Source: an optimization exercise on an open RTL-to-GDS flow (aim: small area). Production flows keep margins and buffers that such runs may drop.
Function was checked by simulation only, so behaviour that the tests miss may differ from the original.
Power figures rest on the tool's default switching activity, not on a simulated workload.

==> flow/design.v <==
`default_nettype none
package rv_lite_pkg;
  parameter int XLEN = 32;
  typedef logic [XLEN-1:0] word_t;
  typedef enum logic [6:0] {
    OP      = 7'b0110011,
    OP_IMM  = 7'b0010011,
    LUI     = 7'b0110111,
    AUIPC   = 7'b0010111,
    JAL     = 7'b1101111,
    JALR    = 7'b1100111,
    BRANCH  = 7'b1100011,
    LOAD    = 7'b0000011,
    STORE   = 7'b0100011,
    ILLEGAL = 7'b0000000    
  } opcode_t;
  typedef enum logic [3:0] {
    ALU_ADD   = 4'd0,
    ALU_SUB   = 4'd1,
    ALU_SLL   = 4'd2,
    ALU_SLT   = 4'd3,
    ALU_SLTU  = 4'd4,
    ALU_XOR   = 4'd5,
    ALU_SRL   = 4'd6,
    ALU_SRA   = 4'd7,
    ALU_OR    = 4'd8,
    ALU_AND   = 4'd9,
    ALU_PASSB = 4'd10    
  } alu_op_t;
  typedef enum logic [1:0] {
    MS_BYTE = 2'd0,
    MS_HALF = 2'd1,
    MS_WORD = 2'd2
  } mem_size_t;
  typedef enum logic [1:0] {
    ST_FETCH = 2'd0,
    ST_EXEC  = 2'd1,
    ST_MEM   = 2'd2
  } state_t;
endpackage
`default_nettype wire
`default_nettype none
module rv_lite_core
#(
  parameter int    NREGS    = 16,
  parameter logic [31:0] RESET_PC = '0
) (
  input  logic       clk,
  input  logic       xreset,
  output logic       o_imem_valid,
  output logic [31:0] o_imem_addr,
  input  logic       i_imem_ready,
  input  logic [31:0] i_imem_rdata,
  output logic       o_dmem_valid,
  output logic       o_dmem_we,
  output logic [31:0] o_dmem_addr,
  output logic [31:0] o_dmem_wdata,
  output logic [3:0] o_dmem_strb,
  input  logic       i_dmem_ready,
  input  logic [31:0] i_dmem_rdata
);
  localparam logic [3:0] S_PCZ   = 4'd0;    
  localparam logic [3:0] S_FETCH = 4'd1;    
  localparam logic [3:0] S_XW    = 4'd2;    
  localparam logic [3:0] S_EXEC  = 4'd3;    
  localparam logic [3:0] S_EX2   = 4'd4;    
  localparam logic [3:0] S_DREQ  = 4'd5;    
  localparam logic [3:0] S_WBW   = 4'd6;    
  localparam logic [3:0] S_WB    = 4'd7;    
  localparam logic [3:0] S_CPW   = 4'd8;    
  localparam logic [3:0] S_COPY  = 4'd9;    
  localparam logic [3:0] S_SH1   = 4'd10;   
  localparam logic [3:0] S_SH2   = 4'd11;   
  localparam logic [3:0] C_NOP   = 4'd0;
  localparam logic [3:0] C_OP    = 4'd1;
  localparam logic [3:0] C_OPI   = 4'd2;
  localparam logic [3:0] C_LUI   = 4'd3;
  localparam logic [3:0] C_AUIPC = 4'd4;
  localparam logic [3:0] C_JAL   = 4'd5;
  localparam logic [3:0] C_JALR  = 4'd6;
  localparam logic [3:0] C_BR    = 4'd7;
  localparam logic [3:0] C_LD    = 4'd8;
  localparam logic [3:0] C_ST    = 4'd9;
  logic [3:0]  st;
  logic [4:0]  ph;
  logic [31:0] A;
  logic [31:0] W;
  logic [3:0]  cls;
  logic [3:0]  rdf, rs1f, rs2f;
  logic [2:0]  f3;
  logic        f7;
  logic        cy, icy, flag, last;
  logic [31:0] rf [16];    
  logic imem_hs, dmem_hs, p31, e0;
  assign imem_hs = o_imem_valid & i_imem_ready;
  assign dmem_hs = o_dmem_valid & i_dmem_ready;
  assign p31     = (ph == 5'd31);
  assign e0      = (ph == 5'd0);
  logic [3:0] cls_in;
  always_comb begin
    case (i_imem_rdata[6:0])
      7'b0110011: cls_in = C_OP;
      7'b0010011: cls_in = C_OPI;
      7'b0110111: cls_in = C_LUI;
      7'b0010111: cls_in = C_AUIPC;
      7'b1101111: cls_in = C_JAL;
      7'b1100111: cls_in = C_JALR;
      7'b1100011: cls_in = C_BR;
      7'b0000011: cls_in = C_LD;
      7'b0100011: cls_in = C_ST;
      default:    cls_in = C_NOP;
    endcase
  end
  logic isOP, isOPI, isLUI, isAUIPC, isJAL, isJALR, isBR, isLD, isST;
  assign isOP    = (cls == C_OP);
  assign isOPI   = (cls == C_OPI);
  assign isLUI   = (cls == C_LUI);
  assign isAUIPC = (cls == C_AUIPC);
  assign isJAL   = (cls == C_JAL);
  assign isJALR  = (cls == C_JALR);
  assign isBR    = (cls == C_BR);
  assign isLD    = (cls == C_LD);
  assign isST    = (cls == C_ST);
  logic is_alu, is_shift, is_slt, right, sra;
  assign is_alu   = isOP | isOPI;
  assign is_shift = is_alu & (f3[1:0] == 2'b01);
  assign is_slt   = is_alu & (f3[2:1] == 2'b01);
  assign right    = f3[2];
  assign sra      = f3[2] & f7;
  logic ex, ex2, wb;
  assign ex  = (st == S_EXEC);
  assign ex2 = (st == S_EX2);
  assign wb  = (st == S_WB);
  logic pcb, rs1b, rs2b;
  assign pcb  = rf[0][0];
  assign rs1b = (rs1f == 4'd0) ? 1'b0 : rf[rs1f][0];
  assign rs2b = (rs2f == 4'd0) ? 1'b0 : rf[rs2f][0];
  logic immb;
  always_comb begin
    if (isLUI | isAUIPC)
      immb = (ph < 5'd12) ? 1'b0 : A[0];
    else if (isJAL)
      immb = e0 ? 1'b0 : (ph < 5'd11) ? A[20] : (ph == 5'd11) ? A[9] :
             (ph < 5'd20) ? A[0] : (ph == 5'd20) ? A[11] : last;
    else if (isBR)
      immb = e0 ? 1'b0 : (ph < 5'd5) ? A[7] : (ph < 5'd11) ? A[20] :
             (ph == 5'd11) ? rdf[0] : (ph == 5'd12) ? A[19] : last;
    else if (isST)
      immb = (ph < 5'd5) ? A[7] : (ph < 5'd12) ? A[20] : last;
    else
      immb = (ph < 5'd12) ? A[20] : last;
  end
  logic a_bit, b_raw, inv, bb, cin, sum, cout, xab, alu;
  assign a_bit = ex2 ? pcb : (isAUIPC | isJAL) ? pcb : isLUI ? 1'b0 : rs1b;
  assign b_raw = ex2 ? ((isBR & flag) ? immb : (ph == 5'd2)) :
                 (isOP | isBR) ? rs2b : immb;
  assign inv   = ex & ((isOP & (f3 == 3'd0) & f7) | is_slt | isBR);
  assign bb    = b_raw ^ inv;
  assign cin   = e0 ? inv : cy;
  assign sum   = a_bit ^ bb ^ cin;
  assign cout  = (a_bit & bb) | (a_bit & cin) | (bb & cin);
  assign xab   = a_bit ^ b_raw;
  always_comb begin
    case (f3)
      3'd4:    alu = xab;
      3'd6:    alu = a_bit | b_raw;
      3'd7:    alu = a_bit & b_raw;
      default: alu = sum;
    endcase
  end
  logic neq, ltu, lt, cond;
  assign neq  = flag | xab;
  assign ltu  = ~cout;
  assign lt   = xab ? a_bit : ltu;
  assign cond = isBR ? ((f3[2] ? (f3[1] ? ltu : lt) : ~neq) ^ f3[0])
                     : (f3[0] ? ltu : lt);
  logic it, inc;
  assign it  = (ph == 5'd2) | icy;
  assign inc = pcb ^ it;
  logic [4:0] shamt;
  logic       sh_en;
  assign shamt = A[4:0];    
  assign sh_en = (((ph ^ {5{~right}}) < shamt)) ^ ~right;
  logic tap, wbit, in_range;
  logic [1:0] lane;
  assign lane = W[1:0];
  always_comb begin
    case (f3[1:0])
      2'd0: begin
        case (lane)
          2'd0: tap = A[0];
          2'd1: tap = A[8];
          2'd2: tap = A[16];
          default: tap = A[24];
        endcase
        in_range = (ph < 5'd8);
      end
      2'd1: begin
        tap = lane[1] ? A[16] : A[0];
        in_range = (ph < 5'd16);
      end
      default: begin
        tap = A[0];
        in_range = 1'b1;
      end
    endcase
    if (!isLD)
      wbit = W[0];
    else
      wbit = in_range ? tap : (~f3[2] & last);
  end
  logic rd_we, rd_bit, pc_we, pc_new, shA, a_in, shW, w_in;
  always_comb begin
    rd_we  = 1'b0;
    rd_bit = 1'b0;
    pc_we  = 1'b0;
    pc_new = 1'b0;
    shA    = 1'b0;
    a_in   = 1'b0;
    shW    = 1'b0;
    w_in   = 1'b0;
    case (st)
      S_PCZ: begin
        pc_we  = 1'b1;
        pc_new = RESET_PC[ph];
        shA    = 1'b1;
        a_in   = RESET_PC[ph];
      end
      S_EXEC: begin
        rd_we  = (is_alu & ~is_shift & ~is_slt) | isLUI | isAUIPC | isJAL | isJALR;
        rd_bit = (isJAL | isJALR) ? inc : is_alu ? alu : sum;
        pc_we  = ~(isBR | is_slt);
        pc_new = (isJAL | isJALR) ? (sum & ~e0) : inc;
        shA    = ~isBR;
        a_in   = (isLD | isST) ? sum : is_shift ? b_raw : pc_new;
        shW    = isST | isLD;
        w_in   = isLD ? sum :
                 ((f3[1:0] == 2'd0) & (ph >= 5'd8))  ? W[24] :
                 ((f3[1:0] == 2'd1) & (ph >= 5'd16)) ? W[16] : rs2b;
      end
      S_EX2: begin
        rd_we  = is_slt;
        rd_bit = e0 & flag;
        pc_we  = 1'b1;
        pc_new = sum;
        shA    = 1'b1;
        a_in   = sum;
      end
      S_WB: begin
        rd_we  = 1'b1;
        rd_bit = wbit;
        shW    = ~isLD;
        shA    = 1'b1;     
        a_in   = pcb;
      end
      S_COPY: begin
        shA    = 1'b1;
        a_in   = pcb;
      end
      S_SH1: begin
        shW    = 1'b1;
        w_in   = (right | sh_en) & rs1b;
      end
      S_SH2: begin
        shW    = sh_en;
        w_in   = right ? (sra & W[31]) : W[0];
      end
      default: ;
    endcase
  end
  always_ff @(posedge clk) begin
    rf[0] <= {pc_we ? pc_new : rf[0][0], rf[0][31:1]};
    for (int k = 1; k < 16; k++)
      rf[k] <= {(rd_we && rdf == 4'(k)) ? rd_bit : rf[k][0], rf[k][31:1]};
  end
  always_ff @(posedge clk) begin
    if (imem_hs)
      A[31:7] <= i_imem_rdata[31:7];
    else if (dmem_hs && !o_dmem_we)
      A[31:7] <= i_dmem_rdata[31:7];
    else if (shA)
      A[31:7] <= {a_in, A[31:8]};
    if (dmem_hs && !o_dmem_we)
      A[6:0] <= i_dmem_rdata[6:0];
    else if (shA)
      A[6:0] <= A[7:1];
  end
  always_ff @(posedge clk) begin
    if (shW)
      W <= {w_in, W[31:1]};
  end
  always_ff @(posedge clk) begin
    if (imem_hs) begin
      cls  <= cls_in;
      rdf  <= i_imem_rdata[10:7];
      rs1f <= i_imem_rdata[18:15];
      rs2f <= i_imem_rdata[23:20];
      f3   <= i_imem_rdata[14:12];
      f7   <= i_imem_rdata[30];
    end
  end
  always_ff @(posedge clk) begin
    cy   <= cout;
    icy  <= ~p31 & pcb & it;
    last <= wb ? wbit : immb;
    if (ex && (is_slt || isBR))
      flag <= p31 ? cond : e0 ? xab : neq;
  end
  always_ff @(posedge clk) begin
    if (!xreset) begin
      st <= S_PCZ;
      ph <= 5'd0;
    end else begin
      ph <= ph + 5'd1;
      case (st)
        S_PCZ:   if (p31) st <= S_FETCH;
        S_FETCH: if (imem_hs) st <= p31 ? S_EXEC : S_XW;
        S_XW:    if (p31) st <= S_EXEC;
        S_EXEC:  if (p31) st <= (isBR | is_slt) ? S_EX2 :
                                (isLD | isST)   ? S_DREQ :
                                is_shift        ? S_SH1 : S_FETCH;
        S_EX2:   if (p31) st <= S_FETCH;
        S_DREQ:  if (dmem_hs) st <= isLD ? (p31 ? S_WB : S_WBW)
                                         : (p31 ? S_COPY : S_CPW);
        S_WBW:   if (p31) st <= S_WB;
        S_WB:    if (p31) st <= S_FETCH;
        S_CPW:   if (p31) st <= S_COPY;
        S_COPY:  if (p31) st <= S_FETCH;
        S_SH1:   if (p31) st <= S_SH2;
        S_SH2:   if (p31) st <= S_WB;
        default: st <= S_PCZ;
      endcase
    end
  end
  assign o_imem_valid = (st == S_FETCH);
  assign o_imem_addr  = A;
  assign o_dmem_valid = (st == S_DREQ);
  assign o_dmem_we    = o_dmem_valid & isST;
  assign o_dmem_addr  = A;
  assign o_dmem_wdata = W;
  always_comb begin
    case (f3[1:0])
      2'd0:    o_dmem_strb = 4'b0001 << A[1:0];
      2'd1:    o_dmem_strb = A[1] ? 4'b1100 : 4'b0011;
      default: o_dmem_strb = 4'b1111;
    endcase
    if (!o_dmem_we)
      o_dmem_strb = 4'b0000;
  end
endmodule
`default_nettype wire
==> flow/flow/run.sh <==
#!/bin/bash
# The standard layout, with smaller port buffers and a clock tree of small buffers
set -euo pipefail
export BUFFER_PORTS_ARGS="-buffer_cell sky130_fd_sc_hd__buf_1"
export CTS_ARGS="-sink_clustering_enable -repair_clock_nets -dont_use_dummy_load -buf_list sky130_fd_sc_hd__clkbuf_16 -sink_clustering_size 30 -sink_clustering_max_diameter 60"
bash standard.sh > standard.log 2>&1
==> flow/standard.sh <==
#!/bin/bash
# synth_recipe.tcl (not shown) runs the flow's synth.tcl, then flattens the netlist and writes it again
# the make line also repeats each setting of config.mk as NAME=value (left out here)
make -C /OpenROAD-flow-scripts/flow DESIGN_CONFIG=/design/flow/config.mk WORK_HOME=/design/flow/orfs CLKGATE_MAP_FILE= SYNTH_SCRIPT=/design/flow/synth_recipe.tcl "${@:-finish}"
==> flow/config.mk <==
export PLATFORM = sky130hd
export DESIGN_NAME = rv_lite_core
export DESIGN_NICKNAME = rv_lite_core
export VERILOG_FILES = /design/flow/design.v
export SDC_FILE = /design/flow/constraint.sdc
export NUM_CORES = 4
export LEC_CHECK = 0
export ABC_AREA = 1
export CAP_MARGIN = 20
export CORE_MARGIN = 2
export CORE_UTILIZATION = 70
export PLACE_DENSITY = 0.8
export SETUP_SLACK_MARGIN = 0.5
export SLEW_MARGIN = 20
==> flow/constraint.sdc <==
create_clock -name core_clock -period 10.0 [get_ports {clk}]
set_input_delay 2.0000 -clock core_clock [delete_from_list [all_inputs] [get_ports {clk}]]
set_output_delay 2.0000 -clock core_clock [all_outputs]
set_load 0.01 [all_outputs]
==> reports/metrics.csv, run 1 <==
stage,metric,value,unit
outcome,status,timing/DRC/antenna clean,
timing,drv_slew,0,
yosys,yosys_warnings,2,
power_and_ir_drop,p_leak,6.90,nW
critical_path,cp_max_fo,6,
final_layout,drive_gt1_share,4.97,%
yosys,synth_top_area_share,64.7,%
yosys,syn_area,16200,sq um
placement,dp_hpwl,21900,microns
cts,postCtsSetupBuffers,0,
yosys,synth_edf_count,85,
final_layout,layout.nets,1490,
yosys,synth.top_cells.by_count,"dfxtp_1 (524), nand2_1 (149), nor2_1 (99)",
floorplan,initial_core_util,71.4,%
yosys,yosysMostFrequentCell,dfxtp_1,
grt,grt_max_degree,47,
critical_path,r2r_start,ph[0],
power_and_ir_drop,irDropWorstVdd,0.168,mV
critical_path,rrSetupSlack,6.12,ns
hold_path,hold_class,reg2reg,
placement,gp_congestion,0.936,
yosys,synthArstFlopShare,0,%
final_layout,regArea,13000,sq um
placement,dpl_cell_area,16900,sq um
drt,drtIter0Drc,753,
cts,clock_sinks,609,
cts,htree_levels,1,
critical_path,cp.arrival,2.22,ns
grt,grt.total_usage,28.5,%
cts,post_cts_resized,0,
final_layout,multi_input_area,2490,sq um
hold_path,hp-start,rf[11][30],
cts,cts_buffers,30,
final_layout,diodes,0,
floorplan,placementRows,55,
cts,clock_path_buffers,3,
placement,placedCellCount,1663,
timing,fin_skew,0.0742,ns
final_layout,area_growth,8.96,%
yosys,ys_ff_latch,609,
critical_path,critPathKind,reg2out,
critical_path,required,8.00,ns
drt,drc,0,
drt,antenna_left,0,
floorplan,dieHeight,156,microns
yosys,synthCells,1252,
final_layout,filler_cell_count,1280,
timing,rsz0062_at_grt,false,
critical_path,cp-start-kind,register,
grt,grt-ovfl-total,0,
critical_path,setup.worst_path.end_class,output pin,
cts,clkTransAtPathRegs,0.10,ns
grt,antenna_found_initial,0,
timing,clock.fmax,0.237,GHz
yosys,synth.area.top_cells,"dfxtp_1 (65%), edfxtp_1 (16%), nand2_1 (3.4%)",
power_and_ir_drop,power,3.74,mW
timing,max-slew-margin-rel,57.2,%
critical_path,rr_worst_depth,20,
timing,hold_viol,0,
drt,drt-total-wl,34100,microns
critical_path,crit_start,st[0],
yosys,syn-num-nets,1332,
final_layout,instances_no_fill,1693,
hold_path,hold_depth,0,
final_layout,finish.utilization,77.8,%
drt,dr.pass1.iters,5,
yosys,yosys.cell_types.count,45,
floorplan,io_pins,171,
cts,ctsHoldBuffers,0,
timing,layout_worst_path_cycle_share,42.2,%
drt,wire_per_inst,20.2,microns
floorplan,die_x,156,microns
timing,worst_slew_pin_slew,0.642,ns
floorplan,die_area,24400,sq um
grt,grt_pass1_vias,9272,
job,maxCapViolCount,0,
cts,clock_tree.root_cell,clkbuf_16,
timing,hold_ws,0.262,ns
yosys,synth.largest_area_cell,dfxtp_1,
yosys,synth-main-ff-cell,dfxtp_1,
timing,setup_viol,0,
timing,setup_tns,0,ns
power_and_ir_drop,power_density,212,nW/um^2
placement,port_buffers,170,
floorplan,core,22700,sq um
placement,pre_cts_ws,5.54,ns
timing,fin_crit,4.22,ns
yosys,synth.avg_cell_area,13.0,sq um
final_layout,stdcell_area,17700,sq um
yosys,ys_seq_area_share,80.4,%
cts,clk_latency,0.59,ns
timing,setup_slack,5.78,ns
drt,avgViaCountPerCell,5.40,
cts,cts_tree,yes,
grt,grt_pass1_wl,52300,microns
drt,num_vias,9144,
==> layout by cell type (no fill, tap or decap), types with 2 or more instances in the layout <==
cell	instances
buf_1	170
nor3_1	8
inv_1	91
a31oi_1	4
a21oi_2	8
o21ai_1	4
ha_1	11
dfxtp_1	524
nand2_2	4
xnor2_1	4
nor2_2	2
o211ai_1	8
nor2_4	2
o21ai_0	31
o2111ai_1	2
clkbuf_16	30
o221ai_1	2
o22ai_1	5
inv_2	9
a21oi_1	87
nand3_2	2
edfxtp_1	85
nand3_1	41
nand2_1	149
nand4_1	5
nor2_1	99
buf_4	3
o21ai_2	4
==> area by class of cell <==
cell class	count	area share [%]
multi-input cells	496	14.1
clock buffers	30	4.25
inverters	100	2.12
repair buffers	173	3.74
well taps	285	2.02
flip-flops and latches	609	73.8
==> logic make-up after synthesis <==
| family | synth area share [%] |
|---|---|
| adder cells (fa/ha/maj) | 0.972 |
| XOR/XNOR | 0.370 |
| buffers and inverters | 4.28 |
| AND/OR/NAND/NOR | 8.25 |
| flip-flops | 80.4 |
| AO/OA/AOI/OAI | 5.70 |
==> worst paths after layout <==
path,to
worst max-delay path,o_dmem_strb[0]
worst min-delay path,rf[11][29]
worst max register to register,rf[11][31]
worst min register to register,rf[11][29]
==> worst max-delay path, stage by stage, from the launching register on <==
cell	delay, ns
dfxtp_1	0.43
inv_2	0.08
nor2_1	0.19
nand2_1	0.22
nor2_1	0.28
inv_1	0.14
nor2_1	0.15
buf_1	0.19
==> layer usage <==
metal / vias to the layer above / wire length [microns] / track usage, % / share of wire, %
met3: 61 / 2170 / 3.88 / 6.4
met1: 4360 / 14300 / 37.9 / 42
li1: 4299 / - / - / -
met4: 0 / 926 / 8.13 / 2.7
met2: 424 / 16800 / 49.5 / 49
met5: - / 0 / 0 / 0
==> flip-flops by register name (all words and copies together), names as in the netlist, 4 cells and up <==
| register | flops |
|---|---|
| A | 32 |
| W | 32 |
| cls | 4 |
| ph | 5 |
| rdf | 4 |
| rf | 512 |
| rs1f | 4 |
| rs2f | 4 |
| st | 4 |
==> where the power goes <==
group / leakage [nW] / internal (mW) / switching [mW] / total, mW
clock: 0.370 / 0.534 / 0.706 / 1.24
sequential: 4.98 / 2.47 / 0.00192 / 2.47
combinational: 1.54 / 0.0111 / 0.0184 / 0.0296
total: 6.90 / 3.02 / 0.726 / 3.74
==> run 2, diff against run 1 <==
==> flow/flow/run.sh (replaced) <==
#!/bin/bash
# The standard layout, with smaller port buffers and a clock tree of small buffers
set -euo pipefail
export BUFFER_PORTS_ARGS="-buffer_cell sky130_fd_sc_hd__buf_1"
export CTS_ARGS="-sink_clustering_enable -repair_clock_nets -dont_use_dummy_load -buf_list sky130_fd_sc_hd__clkbuf_4 -sink_clustering_size 9 -sink_clustering_max_diameter 35"
bash standard.sh > standard.log 2>&1
==> run 2 against run 1 <==
  * Sequential share of layout area increased by 0.59 points
  * Via count up 1.5%
  * Setup slack lost 0.12 ns
  * Core utilization is 0.62 points lower
  * Clock power down 12%
  * Largest cell class unchanged
  * Largest power group unchanged
==> reports/metrics.csv, run 2 <==
stage,metric,value,unit,change
final_layout,most-common-layout-cells,"dfxtp_1 (524), buf_1 (170), nand2_1 (149)",,
critical_path,crit_start,st[2],,
drt,avgViaCountPerCell,5.32,,-1.5%
floorplan,initial_core_util,71.4,%,unchanged
cts,postCtsSetupBuffers,0,,unchanged
critical_path,cp_max_fo,6,,unchanged
critical_path,required,8.00,ns,about the same
critical_path,r2r_start,ph[0],,
cts,cts_tree,yes,,
grt,grt_max_degree,47,,unchanged
cts,clock_path_buffers,3,,unchanged
yosys,synth_edf_count,85,,unchanged
cts,clock_tree.root_cell,clkbuf_4,,
timing,clock.fmax,0.231,GHz,-2.8%
yosys,syn_area,16200,sq um,unchanged
cts,clock_sinks,609,,unchanged
yosys,yosys_warnings,2,,unchanged
timing,worst_slew_pin_slew,0.644,ns,+0.00263 ns
drt,wire_per_inst,19.0,microns,-5.8%
grt,grt_pass1_vias,9676,,+4.4%
final_layout,top_register,rf,,
placement,port_buffers,170,,unchanged
yosys,yosys.area_share.adder,0.972,%,unchanged
floorplan,dieHeight,156,microns,unchanged
timing,rsz0062_at_grt,false,,
critical_path,endpoint,o_dmem_strb[0],,
timing,setup_tns,0,ns,unchanged
critical_path,crit_chain,inv_2 -> nor2_2 -> nand2_1 -> nor2_1 -> inv_1 -> nor2_1 -> buf_1,,
placement,gp_congestion,0.936,,unchanged
yosys,synth-main-ff-cell,dfxtp_1,,
critical_path,rrSetupSlack,6.06,ns,-0.06 ns
yosys,synth.top_cells.by_count,"dfxtp_1 (524), nand2_1 (149), nor2_1 (99)",,
drt,drt-total-wl,33100,microns,-2.9%
timing,fin_crit,4.34,ns,+0.122 ns
drt,drc,0,,unchanged
yosys,synth.area.top_cells,"dfxtp_1 (65%), edfxtp_1 (16%), nand2_1 (3.4%)",,
yosys,synth_top_area_share,64.7,%,unchanged
floorplan,placementRows,55,,unchanged
grt,grt-ovfl-total,0,,unchanged
floorplan,core,22700,sq um,unchanged
critical_path,cp.arrival,2.34,ns,+0.12 ns
yosys,yosys.cell_types.count,45,,unchanged
final_layout,largest_reg_flops,512,,unchanged
floorplan,die_x,156,microns,unchanged
yosys,synth_top_family_by_area,simple AND/OR/NAND/NOR gates,,
cts,ctsHoldBuffers,0,,unchanged
timing,hold_viol,0,,unchanged
cts,htree_levels,3,,+2
yosys,synthArstFlopShare,0,%,unchanged
timing,setup_viol,0,,unchanged
critical_path,path_depth,7,,unchanged
yosys,synthSimpleGateAreaFrac,8.25,%,unchanged
final_layout,stdcell_area,17500,sq um,-0.79%
grt,grt.total_usage,28.0,%,-0.48 points
power_and_ir_drop,power,3.59,mW,-4.0%
timing,drv_slew,0,,unchanged
floorplan,die_area,24400,sq um,unchanged
cts,cts_buffers,81,,+170%
final_layout,layout.nets,1541,,+3.4%
outcome,status,timing/DRC/antenna clean,,
timing,fin_skew,0.115,ns,+0.0404 ns
yosys,synth-compound-area-share,5.70,%,unchanged
drt,dr.pass1.iters,5,,unchanged
critical_path,slowest_delay,0.46,ns,+0.03 ns
timing,layout_worst_path_cycle_share,43.4,%,+1.2 points
final_layout,area_growth,8.10,%,
yosys,synthXorXnorAreaFrac,0.370,%,unchanged
critical_path,critPathKind,reg2out,,
cts,clk_latency,0.70,ns,+0.11 ns
final_layout,drive_gt1_share,8.29,%,+3.3 points
floorplan,io_pins,171,,unchanged
power_and_ir_drop,irDropWorstVdd,0.157,mV,-6.4%
placement,dp_hpwl,21900,microns,unchanged
hold_path,hold_class,reg2reg,,
yosys,yosysMostFrequentCell,dfxtp_1,,
drt,num_vias,9282,,+1.5%
yosys,syn-num-nets,1332,,unchanged
cts,clkTransAtPathRegs,0.09,ns,about the same
critical_path,crit_family,simple AND/OR/NAND/NOR gates,,
drt,antenna_left,0,,unchanged
placement,dpl_cell_area,16900,sq um,unchanged
power_and_ir_drop,power_density,205,nW/um^2,-3.3%
final_layout,layout_commonest_cell,dfxtp_1,,
critical_path,crit_buf_inv,3,,unchanged
timing,max-slew-margin-rel,57.0,%,-0.18 points
critical_path,rr_worst_depth,20,,unchanged
yosys,synth.avg_cell_area,13.0,sq um,unchanged
drt,drtIter0Drc,580,,-23%
critical_path,cp-start-kind,register,,
yosys,synthCells,1252,,unchanged
grt,grt_pass1_wl,51800,microns,-0.98%
critical_path,r2r_end,rf[11][31],,
cts,post_cts_resized,0,,unchanged
grt,antenna_found_initial,1,,+1
job,maxCapViolCount,0,,unchanged
final_layout,reg_top3,"rf (512), A (32), W (32)",,
critical_path,setup.worst_path.end_class,output pin,,
power_and_ir_drop,p_leak,6.90,nW,about the same
yosys,muxShareOfSynthArea,0,%,unchanged
critical_path,critPathMostFrequentCell,nor2_1,,
yosys,ys_ff_latch,609,,unchanged
critical_path,cp_slowest_cell,dfxtp_1,,
yosys,ys_seq_area_share,80.4,%,unchanged
yosys,synth.largest_area_cell,dfxtp_1,,
run 2: cell counts after synthesis:
No cell type changed its count.
run 2: layout make-up:
type | instances | area (sq um)
Multi-Input combinational cell | 496 | 2490
Tap cell | 285 | 357
Sequential cell | 609 | 13000
Timing Repair Buffer | 173 | 661
Clock buffer | 81 | 608
Antenna cell | 1 | 2.50
Inverter | 100 | 375
Fill cell | 1337 | 5180
run 2: logic make-up after synthesis:
family,Yosys count
xor+xnor,6
simple gates,318
fa+ha+maj,12
buf+inv,147
flops,609
compound gates,160
run 2: worst min-delay path by stage:
| stage | start | cells after the start | slack [ns] | endpoint |
|---|---|---|---|---|
| 2_1_floorplan | rf[0][1] | 0 | 0.31 | rf[0][0] |
| 3_3_place_gp | rf[10][30] | 0 | 0.31 | rf[10][29] |
| 3_5_place_dp | rf[15][2] | 0 | 0.31 | rf[15][1] |
| 4_1_cts | rf[3][25] | 0 | 0.24 | rf[3][24] |
| 5_1_grt | rf[3][25] | 0 | 0.23 | rf[3][24] |
| 6_report | rf[10][28] | 0 | 0.26 | rf[10][27] |
run 2: power breakdown:
group | total [mW] | switching [mW] | internal [mW] | leakage (nW)
clock | 1.09 | 0.715 | 0.374 | 0.373
combinational | 0.0295 | 0.0184 | 0.0112 | 1.54
sequential | 2.47 | 0.00191 | 2.47 | 4.98
total | 3.59 | 0.735 | 2.86 | 6.90
run 2: routing by layer:
metal  part of all wire (%)  vias to the layer above  wire length [microns]  GRT usage, %
li1                       -                     4423                      -             -
met1                     42                     4349                  13900          35.9
met2                     48                      441                  16000          46.9
met3                    7.1                       69                   2340          6.15
met4                    2.7                        0                    889          10.9
met5                      0                        -                      0             0
run 2: per-stage QoR:
step | setup slack [ns] | instances | hold slack (ns) | utilization (%)
2_1_floorplan | 6.35 | 1252 | 0.310 | -
4_1_cts | 5.66 | 1744 | 0.241 | 77.2
6_report | 5.66 | 1745 | 0.262 | 77.2
5_1_grt | 5.53 | 1745 | 0.232 | 77.2
3_5_place_dp | 5.54 | 1663 | 0.312 | 74.5
3_3_place_gp | 5.66 | 1663 | 0.310 | 74.5
==> run 3, diff against run 2 <==
--- a/flow/config.mk
+++ b/flow/config.mk
@@ -10,4 +10,4 @@
 export CORE_MARGIN = 2
-export CORE_UTILIZATION = 70
-export PLACE_DENSITY = 0.8
+export CORE_UTILIZATION = 65
+export PLACE_DENSITY = 0.75
 export SETUP_SLACK_MARGIN = 0.5
==> run 3 against run 2 <==
  * Wire length is 12% lower
  * Non-clock buffer count stayed put
  * Power is 0.75% lower
  * Core utilization is 5.1 points lower
  * Flip-flop and latch count stayed put
  * Synthesized cell count stayed put
  * Maximum frequency is 2.9% higher
  * Synthesized area stayed put
  * Still clean
  * Sequential share of layout area is 0.27 points lower
  * Die area is 7.5% higher
  * Setup slack better by 0.12 ns
  * Clock skew is 0.0026 ns higher
==> reports/metrics.csv, run 3 <==
stage,metric,value,unit,change
outcome,status,timing/DRC/antenna clean,,
grt,grt_max_degree,47,,unchanged
critical_path,crit_start,st[2],,
yosys,muxShareOfSynthArea,0,%,unchanged
drt,num_vias,8963,,-3.4%
critical_path,cp.arrival,2.21,ns,-0.13 ns
drt,drtIter0Drc,651,,+12%
timing,worst_slew_pin_slew,0.658,ns,+0.0140 ns
critical_path,slowest_delay,0.45,ns,about the same
cts,htree_levels,3,,unchanged
power_and_ir_drop,power_density,203,nW/um^2,-1.1%
final_layout,most-common-layout-cells,"dfxtp_1 (524), buf_1 (170), nand2_1 (149)",,
floorplan,core,24400,sq um,+7.4%
placement,gp_congestion,0.930,,-0.59%
yosys,synth-main-ff-cell,dfxtp_1,,
grt,grt_pass1_wl,45600,microns,-12%
yosys,synth.avg_cell_area,13.0,sq um,unchanged
yosys,synth.top_cells.by_count,"dfxtp_1 (524), nand2_1 (149), nor2_1 (99)",,
cts,clock_tree.root_cell,clkbuf_4,,
grt,antenna_found_initial,1,,unchanged
cts,ctsHoldBuffers,0,,unchanged
cts,clock_path_buffers,3,,unchanged
yosys,synthArstFlopShare,0,%,unchanged
critical_path,cp_max_fo,6,,unchanged
cts,post_cts_resized,0,,unchanged
timing,rsz0062_at_grt,false,,
placement,dp_hpwl,20300,microns,-7.1%
cts,cts_tree,yes,,
yosys,ys_seq_area_share,80.4,%,unchanged
cts,clock_sinks,609,,unchanged
yosys,synth_edf_count,85,,unchanged
drt,antenna_left,0,,unchanged
drt,avgViaCountPerCell,5.02,,-5.7%
power_and_ir_drop,irDropWorstVdd,0.134,mV,-15%
grt,grt.total_usage,22.7,%,-5.3 points
power_and_ir_drop,power,3.57,mW,-0.75%
final_layout,layout_commonest_cell,dfxtp_1,,
critical_path,critPathKind,reg2out,,
power_and_ir_drop,p_leak,6.91,nW,+0.13%
timing,hold_viol,0,,unchanged
timing,setup_tns,0,ns,unchanged
drt,drc,0,,unchanged
timing,drv_slew,0,,unchanged
critical_path,required,8.00,ns,about the same
yosys,synth_top_area_share,64.7,%,unchanged
yosys,synthCells,1252,,unchanged
timing,fin_skew,0.117,ns,+0.00258 ns
final_layout,area_growth,8.49,%,
yosys,synth.area.top_cells,"dfxtp_1 (65%), edfxtp_1 (16%), nand2_1 (3.4%)",,
yosys,yosys.area_share.adder,0.972,%,unchanged
critical_path,critPathMostFrequentCell,nor2_1,,
drt,dr.pass1.iters,5,,unchanged
timing,max-slew-margin-rel,56.1,%,-0.93 points
timing,setup_viol,0,,unchanged
cts,cts_buffers,83,,+2.5%
critical_path,setup.worst_path.end_class,output pin,,
yosys,yosysMostFrequentCell,dfxtp_1,,
floorplan,die_x,162,microns,+3.7%
timing,hold_ws,0.273,ns,+0.0109 ns
critical_path,r2r_start,ph[0],,
critical_path,cp_slowest_cell,dfxtp_1,,
final_layout,drive_gt1_share,8.42,%,+0.13 points
cts,clk_latency,0.71,ns,about the same
floorplan,initial_core_util,66.5,%,-4.9 points
timing,layout_worst_path_cycle_share,42.1,%,-1.2 points
critical_path,cp-start-kind,register,,
final_layout,layout.nets,1543,,+0.13%
yosys,yosys_warnings,2,,unchanged
final_layout,top_register,rf,,
placement,port_buffers,170,,unchanged
cts,clkTransAtPathRegs,0.09,ns,about the same
cts,postCtsSetupBuffers,0,,unchanged
floorplan,die_area,26200,sq um,+7.5%
final_layout,largest_reg_flops,512,,unchanged
yosys,synthXorXnorAreaFrac,0.370,%,unchanged
yosys,synthSimpleGateAreaFrac,8.25,%,unchanged
drt,drt-total-wl,29100,microns,-12%
yosys,syn_area,16200,sq um,unchanged
grt,grt_pass1_vias,8828,,-8.8%
yosys,yosys.cell_types.count,45,,unchanged
drt,wire_per_inst,16.3,microns,-14%
timing,fin_crit,4.21,ns,-0.124 ns
critical_path,crit_chain,inv_2 -> nor2_2 -> nand2_1 -> nor2_1 -> inv_1 -> nor2_1 -> buf_1,,
yosys,syn-num-nets,1332,,unchanged
hold_path,hp-start,rf[15][31],,
floorplan,io_pins,171,,unchanged
yosys,synth-compound-area-share,5.70,%,unchanged
yosys,synth_top_family_by_area,simple AND/OR/NAND/NOR gates,,
final_layout,reg_top3,"rf (512), A (32), W (32)",,
yosys,ys_ff_latch,609,,unchanged
hold_path,hold_class,reg2reg,,
grt,grt-ovfl-total,0,,unchanged
floorplan,dieHeight,162,microns,+3.7%
job,maxCapViolCount,0,,unchanged
yosys,synth.largest_area_cell,dfxtp_1,,
floorplan,placementRows,57,,+3.6%
timing,clock.fmax,0.237,GHz,+2.9%
[run 3: cell counts after synthesis]
Identical to the previous run, type by type.
[run 3: worst paths after layout]
path	endpoint	slack [ns]	depth (start not counted)
hold reg to reg	rf[15][30]	0.27	0
setup reg to reg	rf[13][31]	6.17	20
hold / removal	rf[15][30]	0.27	0
setup / recovery	o_dmem_strb[2]	5.79	7
[run 3: routing by layer]
metal	up-vias	wire, microns	global-route usage [%]
met2	378	13200	36.0
met1	4104	13100	30.9
met4	0	773	9.01
li1	4422	-	-
met5	-	0	0
met3	59	2010	4.75
[run 3: logic make-up after synthesis]
family | count (synthesis)
AOI/OAI and AO/OA | 160
buffers and inverters | 147
adders and majority gates | 12
and+or+nand+nor | 318
DFF | 609
xor gates and xnor gates | 6
[run 3: cell type report]
| type | count | area (sq um) |
|---|---|---|
| timing repair buffer | 173 | 661 |
| inverter | 100 | 375 |
| antenna | 1 | 2.50 |
| multi-input combinational | 496 | 2490 |
| sequential | 609 | 13000 |
| fill | 1699 | 6800 |
| clock buffer | 83 | 623 |
| tap | 324 | 405 |
[run 3: power breakdown]
part | switching [mW] | internal, mW
clock network | 0.681 | 0.382
logic | 0.0179 | 0.0111
registers | 0.00193 | 2.47
[run 3: through the flow]
step	setup slack, ns	area (sq um)	util [%]	instances
floorplan	6.35	16200	-	1252
global placement	5.61	17000	69.6	1702
detailed placement	5.53	17000	69.6	1702
CTS	5.75	17600	72.1	1785
global route	5.61	17600	72.1	1786
finish	5.79	17600	72.1	1786
[run 3: critical path: cells and delay by family (launching register included)]
family / cells / cell delay, ns
DFF: 1 / 0.45
and+or+nand+nor: 4 / 0.72
buffers and inverters: 3 / 0.40

## what the ideal ports hide
In the flow no input, the clock included, has a driving cell. The finished layouts below were timed again as built, in two steps. Step 1 assumes that a clkbuf_16 drives the clock port and a buf_2 every other input. Step 2 also shifts input and output timing later by t, the mid clock arrival at the registers, as if the neighbouring blocks saw the same clock. Three values: ideal ports, drivers, drivers and shift; two values: the first two.
run	shift t [ns]	slack for setup (ns)	clock arrival spread, ns	slew at the worst register clock pin (ns)
run 1	0.606	5.784 / 5.733 / 5.951	0.074 / 0.074	0.11 / 0.11
run 2	0.689	5.662 / 5.616 / 5.929	0.115 / 0.115	0.11 / 0.11
run 3	0.689	5.786 / 5.744 / 5.933	0.118 / 0.118	0.10 / 0.10
After both steps setup and hold are still met in every run listed.
